What follows belongs to an exercise in optimizing a design on an open flow for small area, a short achievable clock period and few clock cycles; a production flow would make more cautious choices. RTL that was checked went through simulation tests only; none was proved equivalent to the original. No activity file was given, so power comes from the tool's default toggle rates.

==> flow/design.v (excerpt) <==
module avr_core (
    input  logic                    clk,
    input  logic                    reset,
    output logic [10-1:0]    program_counter,
    input  logic [16-1:0] instruction,
    output logic [16-1:0]  bus_addr,
    output logic [8-1:0]  bus_wdata,
    input  logic [8-1:0]  bus_rdata,
    output logic                    mem_we,
    output logic                    mem_oe
);
Size in the first run: roughly 1,100 cells after synthesis, roughly 330 flip-flops, about 0.016 mm² of cells after synthesis.
==> module register_file, before the edit <==
module register_file (
    input  logic                       clk,
    input  logic                       clear,
    input  logic [5-1:0] a_addr,
    input  logic [5-1:0] b_addr,
    output logic [8-1:0]     a_data,
    output logic [8-1:0]     b_data,
    output logic [8-1:0]     zl_data,
    output logic [8-1:0]     zh_data,
    input  logic                       wr_en,      
    input  logic [5-1:0] wr_addr,
    input  logic [8-1:0]     wr_data,
    input  logic                       zl_wr,
    input  logic                       zh_wr,
    input  logic [8-1:0]     z_data
);
    logic [2**5-1:0][8-1:0] regs;
    logic [8-1:0] wd, zd;
    assign wd = wr_data & {8{~clear}};
    assign zd = z_data & {8{~clear}};
    always_ff @(posedge clk) begin
        for (int i = 0; i < 30; i++)
            if (clear || (wr_en && wr_addr == i[5-1:0]))
                regs[i] <= wd;
        if (clear || zl_wr)
            regs[30] <= zd;
        if (clear || zh_wr)
            regs[31] <= zd;
    end
    assign a_data  = regs[a_addr];
    assign b_data  = regs[b_addr];
    assign zl_data = regs[30];
    assign zh_data = regs[31];
endmodule
==> module alu, before the edit <==
module alu (
    input  logic                   sel_sum,
    input  logic                   sel_and,
    input  logic                   sel_xor,
    input  logic                   sel_or,
    input  logic [8-1:0] x,
    input  logic [8-1:0] y,
    input  logic                   cin,
    output logic [8-1:0] result,
    output logic                   cout
);
    localparam int W = 8;
    logic [W-1:0] g, p, gg, pp, gn, pn;
    logic [W:0]   c;
    always_comb begin
        g  = x & y;
        p  = x ^ y;
        gg = g;
        pp = p;
        gg[0] = g[0] | (p[0] & cin);
        for (int d = 1; d < W; d = d * 2) begin
            gn = gg;
            pn = pp;
            for (int i = d; i < W; i++) begin
                gn[i] = gg[i] | (pp[i] & gg[i-d]);
                pn[i] = pp[i] & pp[i-d];
            end
            gg = gn;
            pp = pn;
        end
        c = {gg, cin};
    end
    assign cout = c[W];
    assign result = ({W{sel_sum}} & (p ^ c[W-1:0]))
                  | ({W{sel_and}} & g)
                  | ({W{sel_xor}} & p)
                  | ({W{sel_or}}  & (p | g));
endmodule
==> flow/config.mk <==
export PLATFORM = sky130hd
export DESIGN_NAME = avr_core
export DESIGN_NICKNAME = avr_core
export VERILOG_FILES = /design/flow/design.v
export SDC_FILE = /design/flow/constraint.sdc
export NUM_CORES = 4
export LEC_CHECK = 0
export CAP_MARGIN = 20
export CORE_MARGIN = 2
export CORE_UTILIZATION = 40
export SETUP_SLACK_MARGIN = 2.5
export SLEW_MARGIN = 20
==> flow/constraint.sdc <==
create_clock -name core_clock -period 5.0 [get_ports {clk}]
set_input_delay 1.0000 -clock core_clock [delete_from_list [all_inputs] [get_ports {clk}]]
set_output_delay 1.0000 -clock core_clock [all_outputs]
set_load 0.01 [all_outputs]
run.sh (not shown) runs the stock make flow with config.mk's settings and CLKGATE_MAP_FILE= SYNTH_SCRIPT=/design/flow/synth_recipe.tcl, a recipe that flattens the netlist after the stock synthesis.
Testbench counts at the start, summed over its fixed seeds: cycles 14,816.
Rerun with:
--- a/flow/design.v
+++ b/flow/design.v
@@ -51,8 +51,17 @@
         if (clear || zh_wr)
             regs[31] <= zd;
     end
-    assign a_data  = regs[a_addr];
-    assign b_data  = regs[b_addr];
+    logic [2**5-1:0] a_sel, b_sel;
+    always_comb begin
+        a_data = '0;
+        b_data = '0;
+        for (int i = 0; i < 2**5; i++) begin
+            a_sel[i] = (a_addr == i[5-1:0]);
+            b_sel[i] = (b_addr == i[5-1:0]);
+            a_data   = a_data | (regs[i] & {8{a_sel[i]}});
+            b_data   = b_data | (regs[i] & {8{b_sel[i]}});
+        end
+    end
     assign zl_data = regs[30];
     assign zh_data = regs[31];
 endmodule
@@ -67,32 +76,13 @@
     output logic [8-1:0] result,
     output logic                   cout
 );
-    localparam int W = 8;
-    logic [W-1:0] g, p, gg, pp, gn, pn;
-    logic [W:0]   c;
-    always_comb begin
-        g  = x & y;
-        p  = x ^ y;
-        gg = g;
-        pp = p;
-        gg[0] = g[0] | (p[0] & cin);
-        for (int d = 1; d < W; d = d * 2) begin
-            gn = gg;
-            pn = pp;
-            for (int i = d; i < W; i++) begin
-                gn[i] = gg[i] | (pp[i] & gg[i-d]);
-                pn[i] = pp[i] & pp[i-d];
-            end
-            gg = gn;
-            pp = pn;
-        end
-        c = {gg, cin};
-    end
-    assign cout = c[W];
-    assign result = ({W{sel_sum}} & (p ^ c[W-1:0]))
-                  | ({W{sel_and}} & g)
-                  | ({W{sel_xor}} & p)
-                  | ({W{sel_or}}  & (p | g));
+    logic [8:0] sum;
+    assign sum  = {1'b0, x} + {1'b0, y} + {{8{1'b0}}, cin};
+    assign cout = sum[8];
+    assign result = ({8{sel_sum}} & sum[8-1:0])
+                  | ({8{sel_and}} & (x & y))
+                  | ({8{sel_xor}} & (x ^ y))
+                  | ({8{sel_or}}  & (x | y));
 endmodule
 module avr_core (
     input  logic                    clk,
Outcome: Register-to-register slack gets worse by 340 ps; worst hold slack is about the same; design area is higher by 8.2%; worst setup slack gets worse by 340 ps; combinational power is higher by about 10%; routed wire length is higher by 63%; flip-flop and latch count does not change; count of clock-buffer cells in the layout is higher by 7; clock skew barely changes; via count is higher by about 40%.
Function not checked in the second run of this note: the RTL went through the layout flow alone.


The RTL this note starts from:
==> flow/design.v <==
module instr_decoder (
    input  logic [16-1:0] instruction,
    output logic [3:0]              cls
);
    localparam logic [3:0] C_NOP = 4'd0, C_ADD = 4'd1, C_ADC = 4'd2, C_SUB = 4'd3,
                           C_AND = 4'd4, C_EOR = 4'd5, C_OR  = 4'd6, C_MOV = 4'd7,
                           C_LDI = 4'd8, C_NEG = 4'd9, C_LD  = 4'd10, C_ST = 4'd11;
    always_comb begin
        casez (instruction)
            16'b0000_11??_????_????: cls = C_ADD;
            16'b0001_11??_????_????: cls = C_ADC;
            16'b0001_10??_????_????: cls = C_SUB;
            16'b0010_00??_????_????: cls = C_AND;
            16'b0010_01??_????_????: cls = C_EOR;
            16'b0010_10??_????_????: cls = C_OR;
            16'b0010_11??_????_????: cls = C_MOV;
            16'b1110_????_????_????: cls = C_LDI;
            16'b1001_010?_????_0001: cls = C_NEG;
            16'b1000_000?_????_0000: cls = C_LD;
            16'b1000_001?_????_0000: cls = C_ST;
            default:                 cls = C_NOP;
        endcase
    end
endmodule
module register_file (
    input  logic                       clk,
    input  logic                       clear,
    input  logic [5-1:0] a_addr,
    input  logic [5-1:0] b_addr,
    output logic [8-1:0]     a_data,
    output logic [8-1:0]     b_data,
    output logic [8-1:0]     zl_data,
    output logic [8-1:0]     zh_data,
    input  logic                       wr_en,
    input  logic [5-1:0] wr_addr,
    input  logic [8-1:0]     wr_data
);
    logic [2**5-1:0][8-1:0] regs;
    logic [8-1:0] wd;
    assign wd = wr_data & {8{~clear}};
    always_ff @(posedge clk) begin
        for (int i = 0; i < 2**5; i++)
            if (clear || (wr_en && wr_addr == i[5-1:0]))
                regs[i] <= wd;
    end
    assign a_data  = regs[a_addr];
    assign b_data  = regs[b_addr];
    assign zl_data = regs[30];
    assign zh_data = regs[31];
endmodule
module alu (
    input  logic                   arith,     
    input  logic                   invr,      
    input  logic                   sel_sum,   
    input  logic                   sel_and,
    input  logic                   sel_or,
    input  logic                   sel_y,     
    input  logic [8-1:0] x,         
    input  logic [8-1:0] y,
    input  logic                   cin,
    output logic [8-1:0] result,
    output logic                   cout,
    output logic                   zero
);
    localparam int W = 8;
    logic [W:0]   c0, c1, c;
    logic [W-1:0] yr, s, g, t, k, zb;
    always_comb begin
        yr = y ^ {W{invr}};
        g  = x & y;
        t  = x | y;
        c0[0] = 1'b0;
        c1[0] = 1'b1;
        for (int i = 0; i < W; i++) begin
            c0[i+1] = g[i] | (t[i] & c0[i]);
            c1[i+1] = g[i] | (t[i] & c1[i]);
        end
        c = cin ? c1 : c0;
        for (int i = 0; i < W; i++)
            s[i] = x[i] ^ (yr[i] ^ (c[i] & arith));
    end
    assign cout = c[W];
    assign result = ({W{sel_sum}} & s)
                  | ({W{sel_and}} & g)
                  | ({W{sel_or}}  & t)
                  | ({W{sel_y}}   & y);
    always_comb begin
        k = {(invr ? g[W-2:0] : t[W-2:0]), cin} & {W{arith}};
        for (int i = 0; i < W; i++)
            zb[i] = x[i] ^ (yr[i] ^ k[i]);
    end
    assign zero = (sel_sum & (zb == '0))
                | (sel_and & (g == '0))
                | (sel_or  & (t == '0))
                | (sel_y   & (y == '0));
endmodule
module avr_core (
    input  logic                    clk,
    input  logic                    reset,
    output logic [10-1:0]    program_counter,
    input  logic [16-1:0] instruction,
    output logic [16-1:0]  bus_addr,
    output logic [8-1:0]  bus_wdata,
    input  logic [8-1:0]  bus_rdata,
    output logic                    mem_we,
    output logic                    mem_oe
);
    localparam logic [3:0] C_NOP = 4'd0, C_ADD = 4'd1, C_ADC = 4'd2, C_SUB = 4'd3,
                           C_AND = 4'd4, C_EOR = 4'd5, C_OR  = 4'd6, C_MOV = 4'd7,
                           C_LDI = 4'd8, C_NEG = 4'd9, C_LD  = 4'd10, C_ST = 4'd11;
    logic [3:0]  f_cls;
    logic [11:0] f_raw;
    instr_decoder i_dec (
        .instruction (instruction),
        .cls         (f_cls)
    );
    assign f_raw = instruction[11:0];
    always_ff @(posedge clk or posedge reset) begin
        if (reset)
            program_counter <= '0;
        else
            program_counter <= program_counter + 1'b1;
    end
    logic [4:0] a_addr, b_addr;
    logic [7:0] a_data, b_data, zl, zh;
    logic [7:0] a_val, b_val;
    logic [7:0] e_result;
    logic       e_wr, e_ld, e_cupd;
    logic [4:0] e_rd;
    logic [7:0] e_x, e_y;
    logic       e_arith, e_invr, e_sel_sum, e_sel_and, e_sel_or, e_sel_y;
    logic       e_cin1, e_cinc;
    logic       carry;
    assign a_addr = f_raw[8:4];
    assign b_addr = {f_raw[9], f_raw[3:0]};
    register_file i_regs (
        .clk     (clk),
        .clear   (reset),
        .a_addr  (a_addr),
        .b_addr  (b_addr),
        .a_data  (a_data),
        .b_data  (b_data),
        .zl_data (zl),
        .zh_data (zh),
        .wr_en   (e_wr),
        .wr_addr (e_rd),
        .wr_data (e_result)
    );
    assign a_val = (e_wr && e_rd == a_addr) ? e_result : a_data;
    assign b_val = (e_wr && e_rd == b_addr) ? e_result : b_data;
    logic       f_sum_ops;
    assign f_sum_ops = (f_cls == C_ADD) || (f_cls == C_ADC) || (f_cls == C_SUB) || (f_cls == C_NEG);
    always_ff @(posedge clk or posedge reset) begin
        if (reset) begin
            e_wr   <= 1'b0;
            e_ld   <= 1'b0;
            e_cupd <= 1'b0;
        end else begin
            e_wr   <= (f_cls != C_NOP) && (f_cls != C_ST);
            e_ld   <= (f_cls == C_LD);
            e_cupd <= f_sum_ops;
        end
    end
    always_ff @(posedge clk) begin
        e_rd   <= (f_cls == C_LDI) ? {1'b1, f_raw[7:4]} : f_raw[8:4];
        e_x    <= a_val ^ {8{(f_cls == C_SUB) || (f_cls == C_NEG)}};
        case (f_cls)
            C_LDI:   e_y <= {f_raw[11:8], f_raw[3:0]};
            C_NEG:   e_y <= 8'h00;
            default: e_y <= b_val;
        endcase
        e_arith   <= f_sum_ops;
        e_invr    <= (f_cls == C_SUB);
        e_sel_sum <= f_sum_ops || (f_cls == C_EOR);
        e_sel_and <= (f_cls == C_AND);
        e_sel_or  <= (f_cls == C_OR);
        e_sel_y   <= (f_cls == C_MOV) || (f_cls == C_LDI);
        e_cin1    <= (f_cls == C_NEG);
        e_cinc    <= (f_cls == C_ADC);
    end
    logic [7:0] alu_result;
    logic       alu_cout, alu_zero, e_zero;
    logic       zh_zero, zl_ok, zh_zero_n, zl_ok_n, zwin_n;
    logic       oe_q, we_q;
    alu i_alu (
        .arith   (e_arith),
        .invr    (e_invr),
        .sel_sum (e_sel_sum),
        .sel_and (e_sel_and),
        .sel_or  (e_sel_or),
        .sel_y   (e_sel_y),
        .x       (e_x),
        .y       (e_y),
        .cin     (e_cin1 | (e_cinc & carry)),
        .result  (alu_result),
        .cout    (alu_cout),
        .zero    (alu_zero)
    );
    assign zh_zero_n = (e_wr && e_rd == 31) ? e_zero : zh_zero;
    assign zl_ok_n   = (e_wr && e_rd == 30) ? (e_result[7] ^ e_result[6]) : zl_ok;
    assign zwin_n    = zh_zero_n & zl_ok_n;
    always_ff @(posedge clk or posedge reset) begin
        if (reset) begin
            zh_zero <= 1'b1;
            zl_ok   <= 1'b0;
            oe_q    <= 1'b0;
            we_q    <= 1'b0;
        end else begin
            zh_zero <= zh_zero_n;
            zl_ok   <= zl_ok_n;
            oe_q    <= (f_cls == C_LD) && zwin_n;
            we_q    <= (f_cls == C_ST) && zwin_n;
        end
    end
    assign e_result = e_ld ? (bus_rdata & {8{oe_q}}) : alu_result;
    assign e_zero   = e_ld ? ((bus_rdata & {8{oe_q}}) == 8'h00) : alu_zero;
    always_ff @(posedge clk or posedge reset) begin
        if (reset)
            carry <= 1'b0;
        else if (e_cupd)
            carry <= alu_cout ^ e_cin1;
    end
    assign bus_addr  = {zh, zl};
    assign bus_wdata = e_x;
    assign mem_we    = we_q;
    assign mem_oe    = oe_q;
endmodule
==> flow/config.mk <==
export PLATFORM = sky130hd
export DESIGN_NAME = avr_core
export DESIGN_NICKNAME = avr_core
export VERILOG_FILES = /design/flow/design.v
export SDC_FILE = /design/flow/constraint.sdc
export NUM_CORES = 4
export LEC_CHECK = 0
export CAP_MARGIN = 20
export CORE_MARGIN = 2
export CORE_UTILIZATION = 40
export CTS_BUF_LIST = sky130_fd_sc_hd__clkbuf_8 sky130_fd_sc_hd__clkbuf_16
export CTS_CLUSTER_DIAMETER = 100
export CTS_CLUSTER_SIZE = 26
export GPL_ROUTABILITY_DRIVEN = 0
export PLACE_DENSITY = 0.8
export SETUP_SLACK_MARGIN = 2.5
export SLEW_MARGIN = 20
==> flow/constraint.sdc <==
create_clock -name core_clock -period 5.0 [get_ports {clk}]
set_input_delay 1.0000 -clock core_clock [delete_from_list [all_inputs] [get_ports {clk}]]
set_output_delay 1.0000 -clock core_clock [all_outputs]
set_load 0.01 [all_outputs]
standard.sh (not shown) runs the stock make flow with config.mk's settings and CLKGATE_MAP_FILE= SYNTH_SCRIPT=/design/flow/synth_recipe.tcl, a recipe that flattens the netlist after the stock synthesis.
==> flow/flow/run.sh <==
#!/bin/bash
# Standard layout, with plain buffers (instead of delay cells) on the ports.
# Synthesis runs first, exactly as the standard flow does it.
set -euo pipefail
bash standard.sh synth > synth.log 2>&1
export BUFFER_PORTS_ARGS="-buffer_cell sky130_fd_sc_hd__buf_2"
bash standard.sh finish > finish.log 2>&1
Testbench counts at the start, summed over its fixed seeds: cycles 14,784.
Next try:
--- a/flow/design.v
+++ b/flow/design.v
@@ -110,16 +110,21 @@
                            C_LDI = 4'd8, C_NEG = 4'd9, C_LD  = 4'd10, C_ST = 4'd11;
     logic [3:0]  f_cls;
-    logic [11:0] f_raw;
+    logic [3:0]  r_cls;
+    logic [11:0] r_raw;
     instr_decoder i_dec (
         .instruction (instruction),
         .cls         (f_cls)
     );
-    assign f_raw = instruction[11:0];
-    always_ff @(posedge clk or posedge reset) begin
-        if (reset)
+    always_ff @(posedge clk or posedge reset) begin
+        if (reset) begin
             program_counter <= '0;
-        else
+            r_cls           <= C_NOP;
+        end else begin
             program_counter <= program_counter + 1'b1;
-    end
+            r_cls           <= f_cls;
+        end
+    end
+    always_ff @(posedge clk)
+        r_raw <= instruction[11:0];
     logic [4:0] a_addr, b_addr;
     logic [7:0] a_data, b_data, zl, zh;
@@ -132,6 +137,6 @@
     logic       e_cin1, e_cinc;
     logic       carry;
-    assign a_addr = f_raw[8:4];
-    assign b_addr = {f_raw[9], f_raw[3:0]};
+    assign a_addr = r_raw[8:4];
+    assign b_addr = {r_raw[9], r_raw[3:0]};
     register_file i_regs (
         .clk     (clk),
@@ -149,6 +154,6 @@
     assign a_val = (e_wr && e_rd == a_addr) ? e_result : a_data;
     assign b_val = (e_wr && e_rd == b_addr) ? e_result : b_data;
-    logic       f_sum_ops;
-    assign f_sum_ops = (f_cls == C_ADD) || (f_cls == C_ADC) || (f_cls == C_SUB) || (f_cls == C_NEG);
+    logic       r_sum_ops;
+    assign r_sum_ops = (r_cls == C_ADD) || (r_cls == C_ADC) || (r_cls == C_SUB) || (r_cls == C_NEG);
     always_ff @(posedge clk or posedge reset) begin
         if (reset) begin
@@ -157,25 +162,25 @@
             e_cupd <= 1'b0;
         end else begin
-            e_wr   <= (f_cls != C_NOP) && (f_cls != C_ST);
-            e_ld   <= (f_cls == C_LD);
-            e_cupd <= f_sum_ops;
+            e_wr   <= (r_cls != C_NOP) && (r_cls != C_ST);
+            e_ld   <= (r_cls == C_LD);
+            e_cupd <= r_sum_ops;
         end
     end
     always_ff @(posedge clk) begin
-        e_rd   <= (f_cls == C_LDI) ? {1'b1, f_raw[7:4]} : f_raw[8:4];
-        e_x    <= a_val ^ {8{(f_cls == C_SUB) || (f_cls == C_NEG)}};
-        case (f_cls)
-            C_LDI:   e_y <= {f_raw[11:8], f_raw[3:0]};
+        e_rd   <= (r_cls == C_LDI) ? {1'b1, r_raw[7:4]} : r_raw[8:4];
+        e_x    <= a_val ^ {8{(r_cls == C_SUB) || (r_cls == C_NEG)}};
+        case (r_cls)
+            C_LDI:   e_y <= {r_raw[11:8], r_raw[3:0]};
             C_NEG:   e_y <= 8'h00;
             default: e_y <= b_val;
         endcase
-        e_arith   <= f_sum_ops;
-        e_invr    <= (f_cls == C_SUB);
-        e_sel_sum <= f_sum_ops || (f_cls == C_EOR);
-        e_sel_and <= (f_cls == C_AND);
-        e_sel_or  <= (f_cls == C_OR);
-        e_sel_y   <= (f_cls == C_MOV) || (f_cls == C_LDI);
-        e_cin1    <= (f_cls == C_NEG);
-        e_cinc    <= (f_cls == C_ADC);
+        e_arith   <= r_sum_ops;
+        e_invr    <= (r_cls == C_SUB);
+        e_sel_sum <= r_sum_ops || (r_cls == C_EOR);
+        e_sel_and <= (r_cls == C_AND);
+        e_sel_or  <= (r_cls == C_OR);
+        e_sel_y   <= (r_cls == C_MOV) || (r_cls == C_LDI);
+        e_cin1    <= (r_cls == C_NEG);
+        e_cinc    <= (r_cls == C_ADC);
     end
     logic [7:0] alu_result;
@@ -209,6 +214,6 @@
             zh_zero <= zh_zero_n;
             zl_ok   <= zl_ok_n;
-            oe_q    <= (f_cls == C_LD) && zwin_n;
-            we_q    <= (f_cls == C_ST) && zwin_n;
+            oe_q    <= (r_cls == C_LD) && zwin_n;
+            we_q    <= (r_cls == C_ST) && zwin_n;
         end
     end
Wire length falls by 0.31%.
Setup slack is worse by 0.080 ns.
Design area is higher by 4.1%.
Die area rose by 2.2%.
Power climbs by 9.6%.
No functional check of the RTL was part of the second run of this note.

-- separate check: timing with driven ports --
The flow's constraints put no driver on any port. The routed layouts listed below were extracted and timed again, unchanged, in two steps. Step 1 sets driving cells, clkbuf_16 on the clock port and buf_2 on the other inputs (assumed; they add their load-dependent delay and slew). Step 2 moves the port delays by t, midway between the first and last clock arrival at a register: inputs arrive t later, outputs are due t later. That takes back most of the time a late clock gives input paths. Three values: ideal, step 1, step 2; two values: the first two.
run | t, ns | setup WS [ns] | hold slack, ns
the first run of note 1 | 0.564 | 2.282 / 2.282 / 2.048 | 0.375 / 0.375 / 0.375
the second run of note 1 | 0.605 | 1.944 / 1.944 / 1.786 | 0.374 / 0.374 / 0.374
the first run of note 2 | 0.559 | 2.472 / 2.243 / 1.684 | 0.448 / 0.448 / 0.448
the second run of note 2 | 0.570 | 2.392 / 2.392 / 1.888 | 0.449 / 0.449 / 0.449
After both steps every run listed still meets setup and hold. The setup slack of the first run of note 2, which loses most, moves by -0.229 ns with the drivers and by -0.788 ns with both steps.
